From an optimization exercise on the open Yosys and OpenROAD flow, aimed at small area; shortcuts taken in it are not production practice. The RTL was checked by simulation tests, not by an equivalence proof against the original design.

==> delta: inputs <==
// fma_unit
module fma_unit (
    input  logic        clk_i,
    input  logic        rst_i,
    input  logic        start_i,
    input  logic [31:0] a_i,
    input  logic [31:0] b_i,
    input  logic [31:0] c_i,
    input  logic        sub_i,
    input  logic [2:0]  rnd_i,
    output logic        done_o,
    output logic [37:0] res_o
);
Settings: LEC_CHECK=0, CAP_MARGIN=20, CORE_MARGIN=2, CORE_UTILIZATION=40, CTS_BUF_LIST=sky130_fd_sc_hd__clkbuf_8, PLACE_DENSITY=0.75, SLEW_MARGIN=20, SYNTH_HIERARCHICAL=1; clock period 13.0 ns.
standard.sh (not shown) runs the stock make flow with config.mk's settings and CLKGATE_MAP_FILE= SYNTH_SCRIPT=/design/flow/synth_recipe.tcl, a recipe that flattens the netlist after the stock synthesis.
==> flow/flow/run.sh <==
#!/bin/bash
# Standard layout, with the port buffers made of the smallest buffer cell.
cp standard.sh standard_sh.log
export BUFFER_PORTS_ARGS="-buffer_cell sky130_fd_sc_hd__buf_1"
bash standard.sh > standard.log 2>&1
==> zinc (differences from delta) <==
Settings changed: GPL_TIMING_DRIVEN set to 0, PLACE_DENSITY 0.75 to unset.
==> xenon (differences from delta) <==
Settings changed: CORE_UTILIZATION 40 to 60, PLACE_DENSITY 0.75 to unset.
==> fjord (differences from delta) <==
--- a/flow/design.v
+++ b/flow/design.v
@@ -4876,19 +4876,19 @@
         else
             r_valid <= start_i;
     end
     always_ff @(posedge clk_i)
     begin
         r_p <= p_norm;
         r_m <= sp ? sp_mant : (c_zero ? 23'd0 : c_m);
-        r_chid <= !c_zero;
+        r_chid <= !c_zero | sp;
         r_e <= sp ? {2'b0, sp_exp} : eb1;
-        r_sh <= sh;
-        r_pbig <= p_big;
-        r_esub <= p_sign ^ c_sign;
+        r_sh <= sp ? 6'd63 : sh;
+        r_pbig <= p_big & !sp;
+        r_esub <= (p_sign ^ c_sign) & !sp;
         r_sign <= sp ? sp_sign : (p_big ? p_sign : c_sign);
         r_kind <= sp_kind;
         r_rdn <= (rnd_i == 3'd2);
     end
     logic [50:0] sum;
     logic        sum_zero;
     logic [5:0]  lz;
@@ -6087,19 +6087,19 @@
     logic [9:0]  q_e;
     logic [5:0]  q_lz;
     logic [22:0] q_m;
     logic [1:0]  q_rs;
     logic [1:0]  q_kind;
     always_ff @(posedge clk_i)
     begin
-        q_sign <= (r_kind == 2'd0 && sum_zero) ? r_rdn : r_sign;
+        q_sign <= sum_zero ? r_rdn : r_sign;
         q_e <= r_e;
         q_lz <= lz;
-        q_m <= (r_kind != 2'd0) ? r_m : norm[23:1];
-        q_rs <= (r_kind != 2'd0) ? 2'b00 : {norm[0], rs0};
+        q_m <= norm[23:1];
+        q_rs <= {norm[0], rs0};
         q_kind <= r_kind;
     end
     logic [9:0] exp_n;
     g_xor2 u_w3123 (w3123, q_e[0], q_lz[0]);
     g_inv u_w3124 (w3124, q_e[0]);
     g_nand2 u_w3125 (w3125, w3124, q_lz[0]);
     g_inv u_w3126 (w3126, q_lz[1]);
Settings changed: PLACE_DENSITY 0.75 to unset.
==> run summary <==
metric                                                                              xenon           delta            zinc           fjord
Result of the run                                                          finished clean  finished clean  finished clean  finished clean
GR Util met2                                                                       67.33%          41.11%          45.70%          42.56%
Net count after synthesis                                                           3,556           3,556           3,556           3,535
Startpoint type of the worst setup path                                              flop            flop       input pin            flop
Core area                                                                      43,080 µm²      64,580 µm²      64,580 µm²      64,230 µm²
Worst Hold End                                                                     q_e[6]          q_e[6]          q_e[7]       q_kind[0]
End point of the critical path                                                     q_m[0]          q_sign          r_sign         q_rs[0]
Critical path required time                                                     13,370 ps       13,360 ps       13,360 ps       13,380 ps
Share of the final layout cell area in sequential cells                            9.728%          9.613%          9.418%          9.696%
Number of search-and-repair iterations in the first detailed-routing pass               9               6               7               6
Capture point of the worst reg-to-reg path                                         q_m[0]          q_sign          q_sign         q_rs[0]
Clock-pin slew of the registers on the worst-case setup and hold paths             110 ps           90 ps          100 ps           90 ps
Count of cells resized by post-cts repair                                               0               0               8               0
Critical path start-end classification                                         reg -> reg      reg -> reg       in -> reg      reg -> reg


==> inputs of run a <==
Starting RTL as in the previous note.
clock: 13.0 ns
lec_check: 0
cap_margin: 20
core_margin: 2
core_utilization: 40
slew_margin: 20
synth_hierarchical: 1
run.sh (not shown) runs the stock make flow with config.mk's settings and CLKGATE_MAP_FILE= SYNTH_SCRIPT=/design/flow/synth_recipe.tcl, a recipe that flattens the netlist after the stock synthesis.
Stock flow here: none of the scripts above is used.
==> run b: changes against run a <==
==> flow/flow/run.sh (new file) <==
#!/bin/bash
# Standard layout, with the port buffers made of the smallest buffer cell.
cp standard.sh standard_sh.log
export BUFFER_PORTS_ARGS="-buffer_cell sky130_fd_sc_hd__buf_1"
bash standard.sh > standard.log 2>&1
==> flow/standard.sh (new file) <==
#!/bin/bash
# synth_recipe.tcl (not shown) runs the flow's synth.tcl, then flattens the netlist and writes it again
# the make line also repeats each setting of config.mk as NAME=value (left out here)
make -C /OpenROAD-flow-scripts/flow DESIGN_CONFIG=/design/flow/config.mk WORK_HOME=/design/flow/orfs CLKGATE_MAP_FILE= SYNTH_SCRIPT=/design/flow/synth_recipe.tcl "${@:-finish}"
Settings changed: CTS_BUF_LIST set to sky130_fd_sc_hd__clkbuf_8.
removed: flow/run.sh
==> out/metrics.json <==
{
  "drt_iter0_markers": 2636,
  "detail_route.wirelength_um": 93700,
  "inv_count": 311,
  "min_period_over_period": 0.947,
  "result_of_the_run": "finished clean"
}
The numbers above come from run b.

==> out/metrics.json <==
{
  "drt_iter0_markers": 2862,
  "min_period_over_period": 0.948,
  "result_of_the_run": "finished clean",
  "cp_data_arrival_time_ns": 12.68
}
The numbers above come from run a.

==> re-timing with driven ports <==
How much do the figures lean on ideal ports? The routed layouts below were timed once more, with nothing changed but the port constraints.
Step 1, drivers: a clkbuf_16 drives clk_i and a buf_2 each remaining input, both assumed.
Step 2 also shifts input and output timing later by t, the mid clock arrival at the registers, as if the neighbouring blocks saw the same clock.
Slacks: ideal ports / drivers / drivers and shift; pairs: ideal ports / drivers.
run	t, ns	slack for setup (ns)	clock arrival spread, ns	worst data-port slew with drivers (ns)	pins driven straight from the clock port
delta	0.496	0.717 / 0.717 / 0.411	0.019 / 0.019	0.09	1
zinc	0.518	0.473 / 0.500 / -0.018	0.022 / 0.022	0.05	1
xenon	0.526	0.648 / 0.648 / 0.341	0.028 / 0.028	0.08	1
fjord	0.516	0.822 / 0.822 / 0.563	0.014 / 0.014	0.13	1
run a	0.477	0.673 / 0.695 / 0.218	0.020 / 0.020	0.06	1
run b	0.513	0.689 / 0.713 / 0.200	0.020 / 0.020	0.04	1
Met with ideal ports but missed after step 2: setup timing in zinc. The setup slack of zinc, which loses most, moves by +0.027 ns with the drivers and by -0.491 ns with both steps.
